What follows belongs to an exercise in optimizing a design on an open flow for small area, a short achievable clock period and few clock cycles per item; a production flow would make more cautious choices. At most, simulation tests tie the RTL to the original design; equivalence was not proved. Function not checked in run 3: the RTL went through the layout flow alone.

## flow/design.v (module list and top-level ports; edited modules follow where they fit)
// module sbc_add27: 33 lines
// module sbc_div_step4: 40 lines
// module sbc_div_step: 36 lines
// module sbc_min_upd: 26 lines
// module sbc_mul24: 1082 lines
// module swept_box_collision_response_unit: 340 lines
// module sbc_axis: 46 lines
// module sbc_push: 19 lines
module swept_box_collision_response_unit (
    input  wire         clk,
    input  wire         rst_n,
    input  wire         psel,
    input  wire         penable,
    input  wire         pwrite,
    input  wire  [2:0]  paddr,
    input  wire  [31:0] pwdata,
    output logic [31:0] prdata,
    output logic        pready,
    input  wire         in_valid,
    output logic        in_ready,
    input  wire  signed [23:0] own_left,
    input  wire  signed [23:0] own_top,
    input  wire  [22:0] own_width,
    input  wire  [22:0] own_height,
    input  wire  signed [23:0] own_speed_x,
    input  wire  signed [23:0] own_speed_y,
    input  wire  signed [23:0] other_left,
    input  wire  signed [23:0] other_top,
    input  wire  [22:0] other_width,
    input  wire  [22:0] other_height,
    input  wire  signed [23:0] other_speed_x,
    input  wire  signed [23:0] other_speed_y,
    output logic        out_valid,
    input  wire         out_ready,
    output logic signed [23:0] new_left,
    output logic signed [23:0] new_top,
    output logic        overlapped,
    output logic [3:0]  contact_flags
);
  // ...
==> flow/flow/run.sh <==
#!/bin/bash
# Standard layout (the standard.sh: standard synthesis, ORFS flow, same
# config) with these ORFS settings added on make's command line:
#   SETUP_SLACK_MARGIN (flow/margin.txt): the slack, at the design's clock
#     period, that ORFS's repair_timing aims for;
#   flow/extra.txt: further make variables (sizing freedom, port buffer cell).
# All of make's output goes to standard_margin.log; ORFS keeps each step's
# own log under orfs/logs.
set -euo pipefail
MARGIN=$(cat flow/margin.txt)
EXTRA=$(cat flow/extra.txt)
sed -e "s|CLKGATE_MAP_FILE= |CLKGATE_MAP_FILE= SETUP_SLACK_MARGIN=${MARGIN} ${EXTRA} |" standard.sh > standard_margin.sh
bash standard_margin.sh > standard_margin.log 2>&1
==> flow/flow/extra.txt <==
'BUFFER_PORTS_ARGS=-buffer_cell sky130_fd_sc_hd__buf_4'
==> flow/flow/margin.txt <==
5.6
==> flow/standard.sh <==
#!/bin/bash
# synth_recipe.tcl (not shown) runs the flow's synth.tcl, then flattens the netlist and writes it again
# the make line also repeats each setting of config.mk as NAME=value (left out here)
make -C /OpenROAD-flow-scripts/flow DESIGN_CONFIG=/design/flow/config.mk WORK_HOME=/design/flow/orfs CLKGATE_MAP_FILE= SYNTH_SCRIPT=/design/flow/synth_recipe.tcl "${@:-finish}"
==> flow/config.mk <==
export PLATFORM = sky130hd
export DESIGN_NAME = swept_box_collision_response_unit
export DESIGN_NICKNAME = swept_box_collision_response_unit
export VERILOG_FILES = /design/flow/design.v
export SDC_FILE = /design/flow/constraint.sdc
export NUM_CORES = 4
export LEC_CHECK = 0
export CAP_MARGIN = 20
export CORE_MARGIN = 2
export CORE_UTILIZATION = 60
export CTS_BUF_LIST = sky130_fd_sc_hd__clkbuf_8
export CTS_CLUSTER_DIAMETER = 80
export CTS_CLUSTER_SIZE = 14
export SLEW_MARGIN = 20
==> flow/constraint.sdc <==
create_clock -name core_clock -period 10.0 [get_ports {clk}]
set_input_delay 2.0000 -clock core_clock [delete_from_list [all_inputs] [get_ports {clk}]]
set_output_delay 2.0000 -clock core_clock [all_outputs]
set_load 0.01 [all_outputs]
==> reports/qor.csv, run 1 <==
metric,value,unit
status,finished clean,
register area share after synthesis,35.0,%
TritonCTS sink count,2749,
met1 Use GR,36.9,%
RSZ-0062 raised after global routing,yes,
Setup Buffers After CTS,193,
Setup TNS Final,0,ns
post-route insts no fill,26904,
wl on met1,234,mm
Seq/total area,32.1,%
largest class,multi-input combinational cells,
Tmin final,4.53,ns
area fraction of the dominant cell type after synthesis,34.1,%
Max-cap violations,0,
worst hold slack,0.349,ns
Worst Min Path Start,ot[11][10]$_DFFE_PN_,
# IOs,414,
met3 usage,2.70,%
Multi-In Gates,14872,
first-pass GRT wire length,891,mm
worst r2r src,e1_cy$_DFFE_PN_,
Taps Inserted,5197,
most numerous cell in the Yosys netlist,edfxtp_1,
maximum clock rate,221,MHz
hold path endpoint,ot[12][10]$_DFFE_PN_,
Synth area leaders,"edfxtp_1 34%, fa_1 20%, ha_1 12%, inv_1 4.2%, and2_1 2.6%",
vias per cell,5.78,
Die Area,395000,µm²
placed insts,26045,
Total GRT Usage,28.5,%
largest family of logic cells by synthesized area,adder cells,
routed vias,155538,
register area,81800,µm²
CP arrival,5.36,ns
Synth cell types,106,
PnR worst setup slack,5.47,ns
pre-CTS setup slack,3.63,ns
Total Wirelength,562,mm
post-synthesis mux area share,1.68,%
Slew headroom,18.3,%
Synth area leader,edfxtp_1,
Testbench counts, summed over its fixed seeds: cycles 9,728, items 9,600.
==> run 2: changes to the inputs <==
==> flow/flow/margin.txt (replaced) <==
5.4
--- a/flow/config.mk
+++ b/flow/config.mk
@@ -7,7 +7,7 @@
 export LEC_CHECK = 0
 export CAP_MARGIN = 20
 export CORE_MARGIN = 2
-export CORE_UTILIZATION = 60
+export CORE_UTILIZATION = 70
 export CTS_BUF_LIST = sky130_fd_sc_hd__clkbuf_8
 export CTS_CLUSTER_DIAMETER = 80
 export CTS_CLUSTER_SIZE = 14
==> reports/qor.csv, run 2 <==
metric,value,unit,change
status,finished clean,,unchanged
"Largest delay share family, worst path",compound AO/OA/AOI/OAI gates,,unchanged
post-route insts no fill,25826,,was 26904
synthesized area per cell,11.2,µm²,unchanged
# IOs,414,,unchanged
most numerous cell in the Yosys netlist,edfxtp_1,,unchanged
CP arrival,5.56,ns,was 5.36 ns
Die Area,339000,µm²,was 395000 µm²
initial antenna violation count,27,,was 16
drt first pass iters,7,,was 6
commonest cells in the netlist,"2655 x edfxtp_1, 2633 x inv_1, 2348 x fa_1",,unchanged
Die W,582,µm,was 628 µm
DR iter-0 viols,12101,,was 9783
clock root buffer,clkbuf_8,,unchanged
maximum clock rate,211,MHz,was 221 MHz
worst-skew pair later-pin latency,1.24,ns,about the same
mapped cell area,234000,µm²,unchanged
Bufs on Longest Clock Path,4,,unchanged
# DRC,0,,unchanged
CP max-delay cell,fa_1,,unchanged
Starting Density,70.2,%,was 60.2%
CP Class,flop to flop,,unchanged
Buf/Inv on CP,5,,was 6
synth warn,43,,unchanged
"commonest non-fill, non-tap cells in the layout","2671 x inv_1, 2655 x edfxtp_1, 2339 x fa_1",,"was 2655 x edfxtp_1, 2601 x inv_1, 2322 x fa_1"
RSZ-0062 raised after global routing,yes,,unchanged
Max Clock Skew,0.114,ns,was 0.124 ns
ys flop type,edfxtp_1,,unchanged
vias in the first global route,161405,,was 161351
Avg WL per Cell,21.2,µm,was 20.9 µm
Buffers on Ports,394,,unchanged
crit-path most repeated cell,buf_12,,was buf_4
CP cell instances,buf_6 > buf_12 > mux2_4 > fa_1 > ha_4 > nor2b_4 > o31a_1 > o21ai_4 > and3_4 > o31ai_4 > a21oi_2 > buf_4 > a21oi_4 > a41oi_4 > buf_12 > clkinvlp_4 > or3_4,,was buf_12 > buf_16 > mux2i_4 > inv_2 > buf_4 > buf_4 > buf_4 > ha_1 > o21a_1 > o21ai_1 > o21a_1 > nor4_4 > o21ai_2 > o2bb2ai_4 > o21bai_1 > a21oi_2 > fa_1 > xnor2_1 > mux2i_1 > nor2_1 > o22a_1
type of origin of the critical path,flop,,unchanged
Congestion Overflow GR,0,,unchanged
Core Rows,212,,was 229
Synth Register Bits,2749,,unchanged
Total Wirelength,547,mm,was 562 mm
core area,333000,µm²,was 389000 µm²
Synth cell types,106,,unchanged
largest stage delay on the critical path,0.62,ns,was 0.41 ns
endpoints failing setup,0,,unchanged
TritonCTS sink count,2749,,unchanged
pre-CTS setup slack,3.34,ns,was 3.63 ns
Post-synth EDFFs,2655,,unchanged
CTS HTree Levels,4,,unchanged
TritonCTS buffer count,230,,was 241
Hold Path Class,flop to flop,,unchanged
"most common cell after layout, fill and taps aside",inv_1,,was edfxtp_1
Post-DRT Antenna Nets,0,,unchanged
PnR worst setup slack,5.26,ns,was 5.47 ns
Worst EP required,10.82,ns,was 10.84 ns
Layout Nets,26254,,was 26515
Worst-path clk slew,0.09,ns,was 0.10 ns
GPL Wtd Cong,0.924,,was 0.922
Tmin final,4.74,ns,was 4.53 ns
fraction of registers with async set/reset,1.49,%,unchanged
vias per cell,6.08,,was 5.78
"Slew Viols, Final",0,,unchanged
first-pass GRT wire length,869,mm,was 891 mm
Die Height,582,µm,was 628 µm
Crit Path Max Fanout,6,,unchanged
Fin. Hold Viols,0,,unchanged
CTS tree,done,,unchanged
routed vias,157004,,was 155538
Post-DP HPWL,418,mm,was 427 mm
fin crit share,47.4,%,was 45.3%
Synth area leaders,"edfxtp_1 34%, fa_1 20%, ha_1 12%, inv_1 4.2%, and2_1 2.6%",,unchanged
largest net degree at the start of global routing,186,,was 193
register area share after synthesis,35.0,%,unchanged
Setup TNS Final,0,ns,unchanged
Area Growth Syn to Fin,6.89,%,was 9.12%
Max-cap violations,0,,unchanged
Post-Syn Instances,20850,,unchanged
Synth area leader,edfxtp_1,,unchanged
placed insts,25232,,was 26045
area fraction of the dominant cell type after synthesis,34.1,%,unchanged
Worst setup EP type,flop,,unchanged
share of cells above drive strength 1,7.87,%,was 10.2%
Slew headroom,9.47,%,was 18.3%
Total GRT Usage,32.5,%,was 28.5%
Worst Tran Pin Value,1.32,ns,was 1.21 ns
CTS Hold Bufs,0,,unchanged
-- run 2: logic make-up after synthesis --
logic type	after synthesis	share of synthesized area, %
buffers and inverters	3244	5.26
adders and majority gates	4663	32.5
other	2	0.00321
AOI/OAI and AO/OA	4415	12.4
muxes	371	1.68
and+or+nand+nor	4388	9.40
xor gates and xnor gates	1018	3.81
DFF	2749	35.0
-- run 2: what timing repair did --
action,4_1_cts,5_1_grt
gates cloned,12,5
hold endpoints to repair,0,0
pin swaps,34,89
setup buffers,78,112
resized for setup,214,285
endpoints found under the setup margin,544,503
-- run 2: stage by stage --
step / hold WS, ns / cell area [µm²] / util, %
3_5_place_dp: 0.405 / 242000 / 72.6
5_1_grt: 0.351 / 250000 / 75.1
2_1_floorplan: 0.400 / 234000 / -
4_1_cts: 0.335 / 248000 / 74.4
6_report: 0.335 / 250000 / 75.1
3_3_place_gp: 0.400 / 242000 / 72.6
-- run 2: cell type report --
class,instances,area [µm²]
well taps,4387,5490
flip-flops and latches,2749,81800
inverters,2634,9940
clock inverters,133,895
multi-input cells,14867,142000
repair buffers,801,6760
clock buffers,232,3190
diodes,21,52.6
fillers,22687,82900
repair inverters,2,15.0
-- run 2: worst reg2reg max path, cell delays in order, from the launching register on --
cell and delay, ns:
edfxtp_1 0.46, buf_6 0.16, buf_12 0.14, mux2_4 0.38
fa_1 0.63, ha_4 0.22, nor2b_4 0.12, o31a_1 0.34
o21ai_4 0.17, and3_4 0.23, o31ai_4 0.10, a21oi_2 0.17
buf_4 0.15, a21oi_4 0.06, a41oi_4 0.32, buf_12 0.18
clkinvlp_4 0.14, or3_4 0.48
-- run 2: final timing paths --
check,depth (start not counted),end,slack [ns],start
worst min-delay path,0,ot[10][2]$_DFFE_PN_,0.34,ot[9][2]$_DFFE_PN_
worst max-delay path,17,qbx[1][0]$_DFFE_PN_,5.26,e1_cx$_DFFE_PN_
max in group asynchronous,1,tick_reg[17]$_DFFE_PN0P_,8.55,rst_n
worst min register to register,0,ot[10][2]$_DFFE_PN_,0.34,ot[9][2]$_DFFE_PN_
min in group asynchronous,1,o_v$_DFFE_PN0P_,0.87,rst_n
worst max register to register,17,qbx[1][0]$_DFFE_PN_,5.26,e1_cx$_DFFE_PN_
-- run 2: metal layers --
metal	wire (µm)	track usage, %
met5	29	0
met4	29500	15.0
met3	31800	3.85
met2	267000	55.0
met1	218000	42.1
==> module swept_box_collision_response_unit, before the edit <==
module swept_box_collision_response_unit (
    input  wire         clk,
    input  wire         rst_n,
    input  wire         psel,
    input  wire         penable,
    input  wire         pwrite,
    input  wire  [2:0]  paddr,
    input  wire  [31:0] pwdata,
    output logic [31:0] prdata,
    output logic        pready,
    input  wire         in_valid,
    output logic        in_ready,
    input  wire  signed [23:0] own_left,
    input  wire  signed [23:0] own_top,
    input  wire  [22:0] own_width,
    input  wire  [22:0] own_height,
    input  wire  signed [23:0] own_speed_x,
    input  wire  signed [23:0] own_speed_y,
    input  wire  signed [23:0] other_left,
    input  wire  signed [23:0] other_top,
    input  wire  [22:0] other_width,
    input  wire  [22:0] other_height,
    input  wire  signed [23:0] other_speed_x,
    input  wire  signed [23:0] other_speed_y,
    output logic        out_valid,
    input  wire         out_ready,
    output logic signed [23:0] new_left,
    output logic signed [23:0] new_top,
    output logic        overlapped,
    output logic [3:0]  contact_flags
);
    logic [23:0] tick_reg;
    assign pready = 1'b1;
    always_ff @(posedge clk or negedge rst_n)
    begin
        if (!rst_n)
            tick_reg <= 24'd65536;
        else if (psel && penable && pwrite && !paddr[2])
            tick_reg <= pwdata[23:0];
    end
    assign prdata = paddr[2] ? 32'd0 : {8'd0, tick_reg};
    logic en;        
    logic sk_v;      
    assign en       = !sk_v;
    assign in_ready = en;
    logic        e1_cx_n, e1_cy_n, e1_hit_n;
    logic [22:0] e1_ux_n, e1_vx_n, e1_uy_n, e1_vy_n;
    logic [1:0]  e1_fx_n, e1_fy_n;
    logic signed [24:0] dvx_p, dvx_m, dvy_p, dvy_m;
    logic        hx, hy;
    sbc_axis u_ax (.ol(own_left), .ow(own_width), .xl(other_left), .xw(other_width),
                   .u(e1_ux_n), .v(e1_vx_n), .c(e1_cx_n), .h(hx), .f(e1_fx_n));
    sbc_axis u_ay (.ol(own_top), .ow(own_height), .xl(other_top), .xw(other_height),
                   .u(e1_uy_n), .v(e1_vy_n), .c(e1_cy_n), .h(hy), .f(e1_fy_n));
    always_comb
    begin
        dvx_p = 25'(own_speed_x) - 25'(other_speed_x);
        dvx_m = 25'(other_speed_x) - 25'(own_speed_x);
        dvy_p = 25'(own_speed_y) - 25'(other_speed_y);
        dvy_m = 25'(other_speed_y) - 25'(own_speed_y);
        e1_hit_n = hx && hy;
    end
    logic        e1_v;
    logic [22:0] e1_ux, e1_vx, e1_uy, e1_vy;
    logic        e1_cx, e1_cy;
    always_ff @(posedge clk or negedge rst_n)
    begin
        if (!rst_n)
            e1_v <= 1'b0;
        else if (en)
            e1_v <= in_valid;
    end
    logic        dv_v [0:12];
    logic [23:0] rx   [0:12];
    logic [23:0] ry   [0:12];
    logic [23:0] ax   [0:12];
    logic [23:0] ay   [0:12];
    logic        stx1, sty1;         
    logic        xlt  [0:12];        
    logic        ylt  [0:12];        
    logic        tlt  [0:12];        
    logic        mlt  [0:12];        
    logic [23:0] mq   [0:12];        
    logic        sgx  [0:12];
    logic        sgy  [0:12];
    logic        hit0;               
    logic [3:0]  fl   [0:12];        
    logic [23:0] ol   [0:12];
    logic [23:0] ot   [0:12];
    always_ff @(posedge clk)
    begin
        if (en)
        begin
            e1_ux  <= e1_ux_n;
            e1_vx  <= e1_vx_n;
            e1_uy  <= e1_uy_n;
            e1_vy  <= e1_vy_n;
            e1_cx  <= e1_cx_n;
            e1_cy  <= e1_cy_n;
            ax[0]  <= dvx_p[24] ? dvx_m[23:0] : dvx_p[23:0];
            ay[0]  <= dvy_p[24] ? dvy_m[23:0] : dvy_p[23:0];
            sgx[0] <= dvx_p[24];
            sgy[0] <= dvy_p[24];
            hit0   <= e1_hit_n;
            fl[0]  <= {e1_fx_n, e1_fy_n};
            ol[0]  <= own_left;
            ot[0]  <= own_top;
        end
    end
    assign dv_v[0] = e1_v;
    assign rx[0]   = {1'b0, e1_cx ? e1_ux : e1_vx};
    assign ry[0]   = {1'b0, e1_cy ? e1_uy : e1_vy};
    assign xlt[0]  = 1'b0;
    assign ylt[0]  = 1'b0;
    assign tlt[0]  = 1'b0;
    assign mlt[0]  = 1'b0;
    assign mq[0]   = 24'd0;
    logic [1:0]  qbx [0:12];
    logic [1:0]  qby [0:12];
    logic [23:0] dt12;
    assign qbx[0] = 2'b00;
    assign qby[0] = 2'b00;
    for (genvar s = 1; s <= 12; s++)
    begin : g_div
        logic [23:0] rx_i, ry_i, rx_n, ry_n, mq_n;
        logic [1:0]  bx, by, qbx_n, qby_n;
        logic        xlt_m, ylt_m, tlt_m, mlt_m, mb1, xlt_n, ylt_n, tlt_n, mlt_n, mb0;
        if (s == 1)
        begin : g_first
            logic stx_n, sty_n;
            assign stx_n = rx[0] >= ax[0];
            assign sty_n = ry[0] >= ay[0];
            assign rx_i  = rx[0];
            assign ry_i  = ry[0];
            assign qbx_n = bx | {2{stx_n}};
            assign qby_n = by | {2{sty_n}};
            always_ff @(posedge clk)
            begin
                if (en)
                begin
                    stx1 <= stx_n;
                    sty1 <= sty_n;
                end
            end
        end
        else if (s == 2)
        begin : g_second
            assign rx_i  = stx1 ? ax[1] : rx[1];
            assign ry_i  = sty1 ? ay[1] : ry[1];
            assign qbx_n = bx;
            assign qby_n = by;
        end
        else
        begin : g_rest
            assign rx_i  = rx[s-1];
            assign ry_i  = ry[s-1];
            assign qbx_n = bx;
            assign qby_n = by;
        end
        sbc_div_step4 #(.LAST(s == 12)) u_dx (.r(rx_i), .a(ax[s-1]), .r_o(rx_n), .q_o(bx));
        sbc_div_step4 #(.LAST(s == 12)) u_dy (.r(ry_i), .a(ay[s-1]), .r_o(ry_n), .q_o(by));
        sbc_min_upd u_min1 (
            .xlt (xlt[s-1]), .ylt (ylt[s-1]), .tlt (tlt[s-1]), .mlt (mlt[s-1]),
            .ex  (qbx[s-1][1]), .ey (qby[s-1][1]), .tb (tick_reg[s > 1 ? 27 - 2 * s : 0]),
            .xlt_o (xlt_m), .ylt_o (ylt_m), .tlt_o (tlt_m), .mlt_o (mlt_m), .mb (mb1)
        );
        sbc_min_upd u_min0 (
            .xlt (xlt_m), .ylt (ylt_m), .tlt (tlt_m), .mlt (mlt_m),
            .ex  (qbx[s-1][0]), .ey (qby[s-1][0]), .tb (tick_reg[s > 1 ? 26 - 2 * s : 0]),
            .xlt_o (xlt_n), .ylt_o (ylt_n), .tlt_o (tlt_n), .mlt_o (mlt_n), .mb (mb0)
        );
        assign mq_n = {mq[s-1][21:0], mb1, mb0};
        always_ff @(posedge clk or negedge rst_n)
        begin
            if (!rst_n)
                dv_v[s] <= 1'b0;
            else if (en)
                dv_v[s] <= dv_v[s-1];
        end
        if (s < 12)
        begin : g_regs
            always_ff @(posedge clk)
            begin
                if (en)
                begin
                    rx[s]  <= rx_n;
                    ry[s]  <= ry_n;
                    qbx[s] <= qbx_n;
                    qby[s] <= qby_n;
                    xlt[s] <= s > 1 ? xlt_n : 1'b0;
                    ylt[s] <= s > 1 ? ylt_n : 1'b0;
                    tlt[s] <= s > 1 ? tlt_n : 1'b0;
                    mlt[s] <= s > 1 ? mlt_n : 1'b0;
                    mq[s]  <= s > 1 ? mq_n : 24'd0;
                end
            end
        end
        else
        begin : g_last
            logic xlt_p, ylt_p, tlt_p, mlt_p, pb1, ylt_q, tlt_q, mlt_q, xlt_q, pb0;
            sbc_min_upd u_min3 (
                .xlt (xlt_n), .ylt (ylt_n), .tlt (tlt_n), .mlt (mlt_n),
                .ex  (bx[1]), .ey (by[1]), .tb (tick_reg[1]),
                .xlt_o (xlt_p), .ylt_o (ylt_p), .tlt_o (tlt_p), .mlt_o (mlt_p), .mb (pb1)
            );
            sbc_min_upd u_min2 (
                .xlt (xlt_p), .ylt (ylt_p), .tlt (tlt_p), .mlt (mlt_p),
                .ex  (bx[0]), .ey (by[0]), .tb (tick_reg[0]),
                .xlt_o (xlt_q), .ylt_o (ylt_q), .tlt_o (tlt_q), .mlt_o (mlt_q), .mb (pb0)
            );
            always_ff @(posedge clk)
            begin
                if (en)
                begin
                    ylt[s] <= ylt_q;
                    dt12   <= tlt_q ? tick_reg : {mq_n[21:0], pb1, pb0};
                end
            end
        end
        always_ff @(posedge clk)
        begin
            if (en)
            begin
                ax[s]  <= (s > 1 || hit0) ? ax[s-1] : 24'd0;
                ay[s]  <= (s > 1 || hit0) ? ay[s-1] : 24'd0;
                sgx[s] <= (s > 1 || hit0) ? sgx[s-1] : 1'b1;
                sgy[s] <= sgy[s-1];
                fl[s]  <= fl[s-1];
                ol[s]  <= ol[s-1];
                ot[s]  <= ot[s-1];
            end
        end
    end
    logic        mvx, mvy, selx, sely;
    logic [3:0]  fl_n;
    logic [47:0] psx, pcx, ptx, psy, pcy, pty;
    always_comb
    begin
        mvx  = ax[12] != 24'd0;
        mvy  = ay[12] != 24'd0;
        selx = mvx && !ylt[12];
        sely = mvy && !selx;
        fl_n = selx ? {fl[12][3:2], 2'b00} : (sely ? {2'b00, fl[12][1:0]} : 4'd0);
    end
    sbc_mul24 u_mx (.x(dt12), .y(ax[12]), .s(psx), .c(pcx), .t(ptx));
    sbc_mul24 u_my (.x(dt12), .y(ay[12]), .s(psy), .c(pcy), .t(pty));
    logic        m1_v;
    logic [47:0] m1_sx, m1_cx, m1_tx, m1_sy, m1_cy, m1_ty;
    logic [23:0] m1_ol, m1_ot;
    logic        m1_sgx, m1_sgy, m1_hit;
    logic [3:0]  m1_fl;
    always_ff @(posedge clk or negedge rst_n)
    begin
        if (!rst_n)
            m1_v <= 1'b0;
        else if (en)
            m1_v <= dv_v[12];
    end
    always_ff @(posedge clk)
    begin
        if (en)
        begin
            m1_sx  <= psx;
            m1_cx  <= pcx;
            m1_tx  <= ptx;
            m1_sy  <= psy;
            m1_cy  <= pcy;
            m1_ty  <= pty;
            m1_sgx <= sgx[12];
            m1_sgy <= sgy[12];
            m1_hit <= mvx || !sgx[12];
            m1_fl  <= fl_n;
            m1_ol  <= ol[12];
            m1_ot  <= ot[12];
        end
    end
    logic [47:0] px, py;
    assign px = m1_sx + m1_cx + m1_tx;
    assign py = m1_sy + m1_cy + m1_ty;
    logic        m2_v;
    logic [23:0] m2_hx, m2_hy, m2_ol, m2_ot;
    logic        m2_nx, m2_ny, m2_sgx, m2_sgy, m2_hit;
    logic [3:0]  m2_fl;
    always_ff @(posedge clk or negedge rst_n)
    begin
        if (!rst_n)
            m2_v <= 1'b0;
        else if (en)
            m2_v <= m1_v;
    end
    always_ff @(posedge clk)
    begin
        if (en)
        begin
            m2_hx  <= m1_sgx ? px[47:24] : ~px[47:24];
            m2_hy  <= m1_sgy ? py[47:24] : ~py[47:24];
            m2_nx  <= !m1_sgx || (px[23:0] != 24'd0);
            m2_ny  <= !m1_sgy || (py[23:0] != 24'd0);
            m2_sgx <= m1_sgx;
            m2_sgy <= m1_sgy;
            m2_hit <= m1_hit;
            m2_fl  <= m1_fl;
            m2_ol  <= m1_ol;
            m2_ot  <= m1_ot;
        end
    end
    logic [23:0] nl_n, nt_n;
    sbc_push u_push_l (.c(m2_ol), .h(m2_hx), .ci(m2_nx), .sg(m2_sgx), .r(nl_n));
    sbc_push u_push_t (.c(m2_ot), .h(m2_hy), .ci(m2_ny), .sg(m2_sgy), .r(nt_n));
    logic        o_v;
    logic [52:0] o_d, sk_d, pd;
    assign pd = {nl_n, nt_n, m2_hit, m2_fl};
    always_ff @(posedge clk or negedge rst_n)
    begin
        if (!rst_n)
        begin
            o_v  <= 1'b0;
            sk_v <= 1'b0;
        end
        else if (!o_v || out_ready)
        begin
            o_v  <= sk_v || m2_v;
            sk_v <= 1'b0;
        end
        else if (!sk_v)
            sk_v <= m2_v;
    end
    always_ff @(posedge clk)
    begin
        if (!o_v || out_ready)
            o_d <= sk_v ? sk_d : pd;
        if (!sk_v)
            sk_d <= pd;
    end
    assign out_valid     = o_v;
    assign new_left      = o_d[52:29];
    assign new_top       = o_d[28:5];
    assign overlapped    = o_d[4];
    assign contact_flags = o_d[3:0];
endmodule
==> module sbc_axis, before the edit <==
module sbc_axis (
    input  wire  [23:0] ol,
    input  wire  [22:0] ow,
    input  wire  [23:0] xl,
    input  wire  [22:0] xw,
    output logic [22:0] u,
    output logic [22:0] v,
    output logic        c,
    output logic        h,
    output logic [1:0]  f
);
    logic [26:0] eo, ew, ex, exw, nx, no, nxw, m1, m2, m3;
    logic [26:0] s1, c1, s2, c2, s3, c3, a1, a2, b1, b2, e;
    logic        dneg, dle;
    always_comb
    begin
        eo   = {{3{ol[23]}}, ol};
        ew   = {4'b0000, ow};
        ex   = {{3{xl[23]}}, xl};
        exw  = {4'b0000, xw};
        nx   = ~ex;
        no   = ~eo;
        nxw  = ~exw;
        s1   = eo ^ ew ^ nx;
        m1   = (eo & ew) | (eo & nx) | (ew & nx);
        c1   = {m1[25:0], 1'b1};
        a1   = s1 + c1;
        b1   = s1 + {m1[25:0], 1'b0};
        s2   = s1 ^ c1 ^ nxw;
        m2   = (s1 & c1) | (s1 & nxw) | (c1 & nxw);
        c2   = {m2[25:0], 1'b1};
        e    = s2 + c2;
        s3   = ex ^ exw ^ no;
        m3   = (ex & exw) | (ex & no) | (exw & no);
        c3   = {m3[25:0], 1'b1};
        a2   = s3 + c3;
        b2   = s3 + {m3[25:0], 1'b0};
        dneg = $signed(ol) < $signed(xl);
        dle  = $signed(ol) <= $signed(xl);
        u    = dneg ? a1[22:0] : ow;
        v    = dneg ? xw : a2[22:0];
        c    = e[26];
        h    = (ow != 23'd0) && (xw != 23'd0) && !b1[26] && !b2[26];
        f    = {!dle && !c, dle};
    end
endmodule
==> run 3: changes to the inputs <==
--- a/flow/design.v
+++ b/flow/design.v
@@ -1263,22 +1263,21 @@
     logic sk_v;      
     assign en       = !sk_v;
     assign in_ready = en;
-    logic        e1_cx_n, e1_cy_n, e1_hit_n;
+    logic        e1_cx_n, e1_cy_n;
     logic [22:0] e1_ux_n, e1_vx_n, e1_uy_n, e1_vy_n;
-    logic [1:0]  e1_fx_n, e1_fy_n;
+    logic        e1_lx_n, e1_ly_n;
     logic signed [24:0] dvx_p, dvx_m, dvy_p, dvy_m;
     logic        hx, hy;
     sbc_axis u_ax (.ol(own_left), .ow(own_width), .xl(other_left), .xw(other_width),
-                   .u(e1_ux_n), .v(e1_vx_n), .c(e1_cx_n), .h(hx), .f(e1_fx_n));
+                   .u(e1_ux_n), .v(e1_vx_n), .c(e1_cx_n), .h(hx), .le(e1_lx_n));
     sbc_axis u_ay (.ol(own_top), .ow(own_height), .xl(other_top), .xw(other_height),
-                   .u(e1_uy_n), .v(e1_vy_n), .c(e1_cy_n), .h(hy), .f(e1_fy_n));
+                   .u(e1_uy_n), .v(e1_vy_n), .c(e1_cy_n), .h(hy), .le(e1_ly_n));
     always_comb
     begin
         dvx_p = 25'(own_speed_x) - 25'(other_speed_x);
         dvx_m = 25'(other_speed_x) - 25'(own_speed_x);
         dvy_p = 25'(own_speed_y) - 25'(other_speed_y);
         dvy_m = 25'(other_speed_y) - 25'(own_speed_y);
-        e1_hit_n = hx && hy;
     end
     logic        e1_v;
     logic [22:0] e1_ux, e1_vx, e1_uy, e1_vy;
@@ -1304,6 +1303,7 @@
     logic        sgx  [0:12];
     logic        sgy  [0:12];
     logic        hit0;               
+    logic        e1_hx, e1_hy, e1_lx, e1_ly;
     logic [3:0]  fl   [0:12];        
     logic [23:0] ol   [0:12];
     logic [23:0] ot   [0:12];
@@ -1321,13 +1321,17 @@
             ay[0]  <= dvy_p[24] ? dvy_m[23:0] : dvy_p[23:0];
             sgx[0] <= dvx_p[24];
             sgy[0] <= dvy_p[24];
-            hit0   <= e1_hit_n;
-            fl[0]  <= {e1_fx_n, e1_fy_n};
+            e1_hx  <= hx;
+            e1_hy  <= hy;
+            e1_lx  <= e1_lx_n;
+            e1_ly  <= e1_ly_n;
             ol[0]  <= own_left;
             ot[0]  <= own_top;
         end
     end
     assign dv_v[0] = e1_v;
+    assign hit0    = e1_hx && e1_hy;
+    assign fl[0]   = {!e1_lx && !e1_cx, e1_lx, !e1_ly && !e1_cy, e1_ly};
     assign rx[0]   = {1'b0, e1_cx ? e1_ux : e1_vx};
     assign ry[0]   = {1'b0, e1_cy ? e1_uy : e1_vy};
     assign xlt[0]  = 1'b0;
@@ -1365,10 +1369,10 @@
         end
         else if (s == 2)
         begin : g_second
-            assign rx_i  = stx1 ? ax[1] : rx[1];
-            assign ry_i  = sty1 ? ay[1] : ry[1];
-            assign qbx_n = bx;
-            assign qby_n = by;
+            assign rx_i  = rx[1];
+            assign ry_i  = ry[1];
+            assign qbx_n = bx | {2{stx1}};
+            assign qby_n = by | {2{sty1}};
         end
         else
         begin : g_rest
@@ -1403,8 +1407,8 @@
             begin
                 if (en)
                 begin
-                    rx[s]  <= rx_n;
-                    ry[s]  <= ry_n;
+                    rx[s]  <= (s == 2 && stx1) ? ax[1] : rx_n;
+                    ry[s]  <= (s == 2 && sty1) ? ay[1] : ry_n;
                     qbx[s] <= qbx_n;
                     qby[s] <= qby_n;
                     xlt[s] <= s > 1 ? xlt_n : 1'b0;
@@ -1567,7 +1571,7 @@
     output logic [22:0] v,
     output logic        c,
     output logic        h,
-    output logic [1:0]  f
+    output logic        le
 );
     logic [26:0] eo, ew, ex, exw, nx, no, nxw, m1, m2, m3;
     logic [26:0] s1, c1, s2, c2, s3, c3, a1, a2, b1, b2, e;
@@ -1601,7 +1605,7 @@
         v    = dneg ? xw : a2[22:0];
         c    = e[26];
         h    = (ow != 23'd0) && (xw != 23'd0) && !b1[26] && !b2[26];
-        f    = {!dle && !c, dle};
+        le   = dle;
     end
 endmodule
 module sbc_push (
--- a/flow/config.mk
+++ b/flow/config.mk
@@ -7,7 +7,7 @@
 export LEC_CHECK = 0
 export CAP_MARGIN = 20
 export CORE_MARGIN = 2
-export CORE_UTILIZATION = 70
+export CORE_UTILIZATION = 60
 export CTS_BUF_LIST = sky130_fd_sc_hd__clkbuf_8
 export CTS_CLUSTER_DIAMETER = 80
 export CTS_CLUSTER_SIZE = 14
==> reports/qor.csv, run 3 <==
metric,value,unit,change
Bufs on Longest Clock Path,4,,unchanged
Synth Area in Compound Gates,12.5,%,was 12.4%
Congestion Overflow GR,0,,unchanged
"Slew Viols, Final",0,,unchanged
placed insts,26250,,was 25232
status,finished clean,,unchanged
synthesized area per cell,11.1,µm²,was 11.2 µm²
maximum clock rate,214,MHz,was 211 MHz
Max Clock Skew,0.0798,ns,was 0.114 ns
Post-synth EDFFs,2654,,was 2655
worst r2r src,e1_cx$_DFFE_PN_,,unchanged
CTS tree,done,,unchanged
Worst Min Path Start,mq[10][15]$_DFFE_PN_,,was ot[9][2]$_DFFE_PN_
Tmin final,4.68,ns,was 4.74 ns
synth warn,43,,unchanged
largest net degree at the start of global routing,181,,was 186
Setup TNS Final,0,ns,unchanged
Buffers on Ports,394,,unchanged
Slew headroom,26.2,%,was 9.47%
Fin. Hold Viols,0,,unchanged
Post-Syn Instances,21095,,was 20850
Layout Nets,26414,,was 26254
Synth area leaders,"edfxtp_1 34%, fa_1 20%, ha_1 12%, inv_1 4.2%, and2_1 2.4%",,"was edfxtp_1 34%, fa_1 20%, ha_1 12%, inv_1 4.2%, and2_1 2.6%"
register area share after synthesis,34.8,%,was 35.0%
fraction of registers with async set/reset,1.49,%,about the same
# IOs,414,,unchanged
Fill cells,31132,,was 22687
CP Class,flop to flop,,unchanged
Synth Register Bits,2748,,was 2749
largest family of logic cells by synthesized area,adder cells,,unchanged
area post-placement,244000,µm²,was 242000 µm²
clock root buffer,clkbuf_8,,unchanged
Post-DRT Antenna Nets,0,,unchanged
vias in the first global route,158324,,was 161405
# DRC,0,,unchanged
type of origin of the critical path,flop,,unchanged
hold path endpoint,mq[11][17]$_DFFE_PN_,,was ot[10][2]$_DFFE_PN_
"most common cell after layout, fill and taps aside",edfxtp_1,,was inv_1
CTS HTree Levels,4,,unchanged
Finished Cell Area,251000,µm²,was 250000 µm²
Synth cell types,108,,was 106
Hold Path Class,flop to flop,,unchanged
fin crit share,46.8,%,was 47.4%
reg2reg setup slack,5.32,ns,was 5.26 ns
routed vias,154554,,was 157004
Max-cap violations,0,,unchanged
adder and majority cell fraction of the synthesized area,32.3,%,was 32.5%
Worst setup EP type,flop,,unchanged
drt first pass iters,6,,was 7
Core Rows,229,,was 212
Worst R2R End,rx[1][15]$_DFFE_PN_,,was qbx[1][0]$_DFFE_PN_
Area Growth Syn to Fin,6.96,%,was 6.89%
Crit Path Max Fanout,6,,unchanged
share of cells above drive strength 1,7.56,%,was 7.87%
Worst-path clk slew,0.10,ns,was 0.09 ns
"commonest non-fill, non-tap cells in the layout","2654 x edfxtp_1, 2629 x inv_1, 2343 x fa_1",,"was 2671 x inv_1, 2655 x edfxtp_1, 2339 x fa_1"
vias per cell,5.77,,was 6.08
Post-DP HPWL,424,mm,was 418 mm
TritonCTS sink count,2748,,was 2749
most numerous cell in the Yosys netlist,edfxtp_1,,unchanged
Worst Tran Pin Value,1.11,ns,was 1.32 ns
first-pass GRT wire length,867,mm,was 869 mm
Die W,630,µm,was 582 µm
post-synthesis mux area share,1.53,%,was 1.68%
xor and xnor fraction of the mapped netlist area,3.78,%,was 3.81%
Hold Crit Depth,0,,unchanged
core area,389000,µm²,was 333000 µm²
Synth Area in Simple Gates,9.83,%,was 9.40%
TritonCTS buffer count,239,,was 230
commonest cells in the netlist,"2654 x edfxtp_1, 2598 x inv_1, 2348 x fa_1",,"was 2655 x edfxtp_1, 2633 x inv_1, 2348 x fa_1"
worst hold slack,0.388,ns,was 0.335 ns
Die Area,396000,µm²,was 339000 µm²
Worst EP required,10.87,ns,was 10.82 ns
Synth area leader,edfxtp_1,,unchanged
post-route insts no fill,26785,,was 25826
GPL Wtd Cong,0.906,,was 0.924
Starting Density,60.3,%,was 70.2%
ys flop type,edfxtp_1,,unchanged
Total GRT Usage,27.4,%,was 32.5%
endpoints failing setup,0,,unchanged
worst-skew pair later-pin latency,1.19,ns,was 1.24 ns
r2r worst-path depth,17,,unchanged
CP arrival,5.56,ns,about the same
Die Height,630,µm,was 582 µm
Total Wirelength,544,mm,was 547 mm
DR iter-0 viols,9344,,was 12101
mapped cell area,235000,µm²,was 234000 µm²
Avg WL per Cell,20.3,µm,was 21.2 µm
area fraction of the dominant cell type after synthesis,33.9,%,was 34.1%
initial antenna violation count,23,,was 27
RSZ-0062 raised after global routing,yes,,unchanged
==> run 3: cell types whose count changed after synthesis, moves of 52 or more <==
cell	before	now
o21ai_0	971	881
nor2_1	832	981
a211oi_1	122	232
a222oi_1	75	11
mux2i_1	204	152
o221ai_1	81	17
a31oi_1	124	209
a21o_1	738	611
o211ai_1	88	219
and2_1	975	897
nand2b_1	220	301
==> run 3: cells by family (layout without fill, tap and decap cells) <==
family	after synthesis	after routing
adders and majority gates	4661	4661
and+or+nand+nor	4638	4639
AOI/OAI and AO/OA	4466	4468
buffers and inverters	3236	3702
DFF	2748	2748
xor gates and xnor gates	1014	1014
muxes	330	331
other	2	25
==> run 3: routing by layer <==
| metal | vias to the layer above | track usage (%) | wire [µm] |
|---|---|---|---|
| li1 | 73876 | - | - |
| met1 | 76488 | 36.1 | 229000 |
| met2 | 3303 | 46.8 | 265000 |
| met3 | 877 | 3.02 | 24900 |
| met4 | 10 | 10.7 | 24700 |
| met5 | - | 0 | 64 |
==> run 3: critical path, stage by stage (launching register included) <==
cell and delay [ns]:
edfxtp_1 0.41, buf_12 0.17, buf_16 0.15, mux2_4 0.36, fa_1 0.54, ha_4 0.21
nor2b_4 0.12, o31a_1 0.29, o21ai_4 0.22, o311ai_4 0.13, o311a_1 0.34, a311o_1 0.41
o31ai_4 0.25, o22a_4 0.24, buf_12 0.15, buf_16 0.13, o211ai_1 0.10, o21a_1 0.17
==> run 3: what timing repair did <==
action	in CTS	in global routing
gates cloned	10	3
hold endpoints to repair	0	0
setup buffers	73	67
hold buffers	0	0
pin swaps	42	56
resized for setup	215	175
setup endpoints to repair	397	403
==> run 3: area by class of cell <==
cell class,instances,area (µm²),share of cell area (%)
multi-input cells,15122,143000,56.8
flip-flops and latches,2748,81800,32.6
inverters,2600,9780,3.89
well taps,5197,6500,2.59
repair buffers,736,6220,2.47
clock buffers,242,3330,1.33
clock inverters,124,978,0.390
diodes,16,40.0,0.0159
==> run 3: worst max path at each step <==
stage	startpoint	endpoint	slack, ns	depth (start not counted)
floorplan	sk_v$_DFF_PN0_	in_ready	1.31	2
global placement	other_top[3]	e1_vy[22]$_DFFE_PN_	3.68	16
detailed placement	other_top[3]	e1_vy[22]$_DFFE_PN_	3.71	16
CTS	e1_cx$_DFFE_PN_	rx[1][20]$_DFFE_PN_	5.26	18
global route	e1_cx$_DFFE_PN_	rx[1][6]$_DFFE_PN_	5.21	18
finish	e1_cx$_DFFE_PN_	rx[1][15]$_DFFE_PN_	5.32	17
==> run 3: metrics by stage <==
step	utilization, %	setup WS, ns
final	64.5	5.32
after floorplan	-	1.31
after detailed placement	62.6	3.71
after global routing	64.5	5.21
after global placement	62.6	3.68
after CTS	64.2	5.26

-- re-timing with driven ports --
Ports are ideal in the flow. The routed layouts listed here were re-timed in OpenROAD. Step 1 (the two cells are an assumption about what drives the block):
set clk [get_ports {clk}]
set_driving_cell -lib_cell sky130_fd_sc_hd__clkbuf_16 $clk
set_driving_cell -lib_cell sky130_fd_sc_hd__buf_2 [delete_from_list [all_inputs] $clk]
Step 2 also shifts input and output timing later by t, the mid clock arrival at the registers, as if the neighbouring blocks saw the same clock. Three values: ideal ports, drivers, drivers and shift; two values: the first two.
| run | t (ns) | slack for setup (ns) | worst setup path at the end | worst register clock-pin slew, ns | pins driven straight from the clock port |
|---|---|---|---|---|---|
| run 1 | 1.268 | 5.474 / 5.474 / 4.353 | input to register | 0.11 / 0.11 | 1 |
| run 2 | 1.264 | 5.256 / 5.256 / 4.212 | input to register | 0.11 / 0.11 | 1 |
| run 3 | 1.248 | 5.320 / 5.320 / 4.307 | input to register | 0.11 / 0.11 | 1 |
After both steps setup and hold are still met in every run listed. For run 1, which loses most, drivers alone change the setup slack by 0.000 ns; drivers and shift together by -1.121 ns.
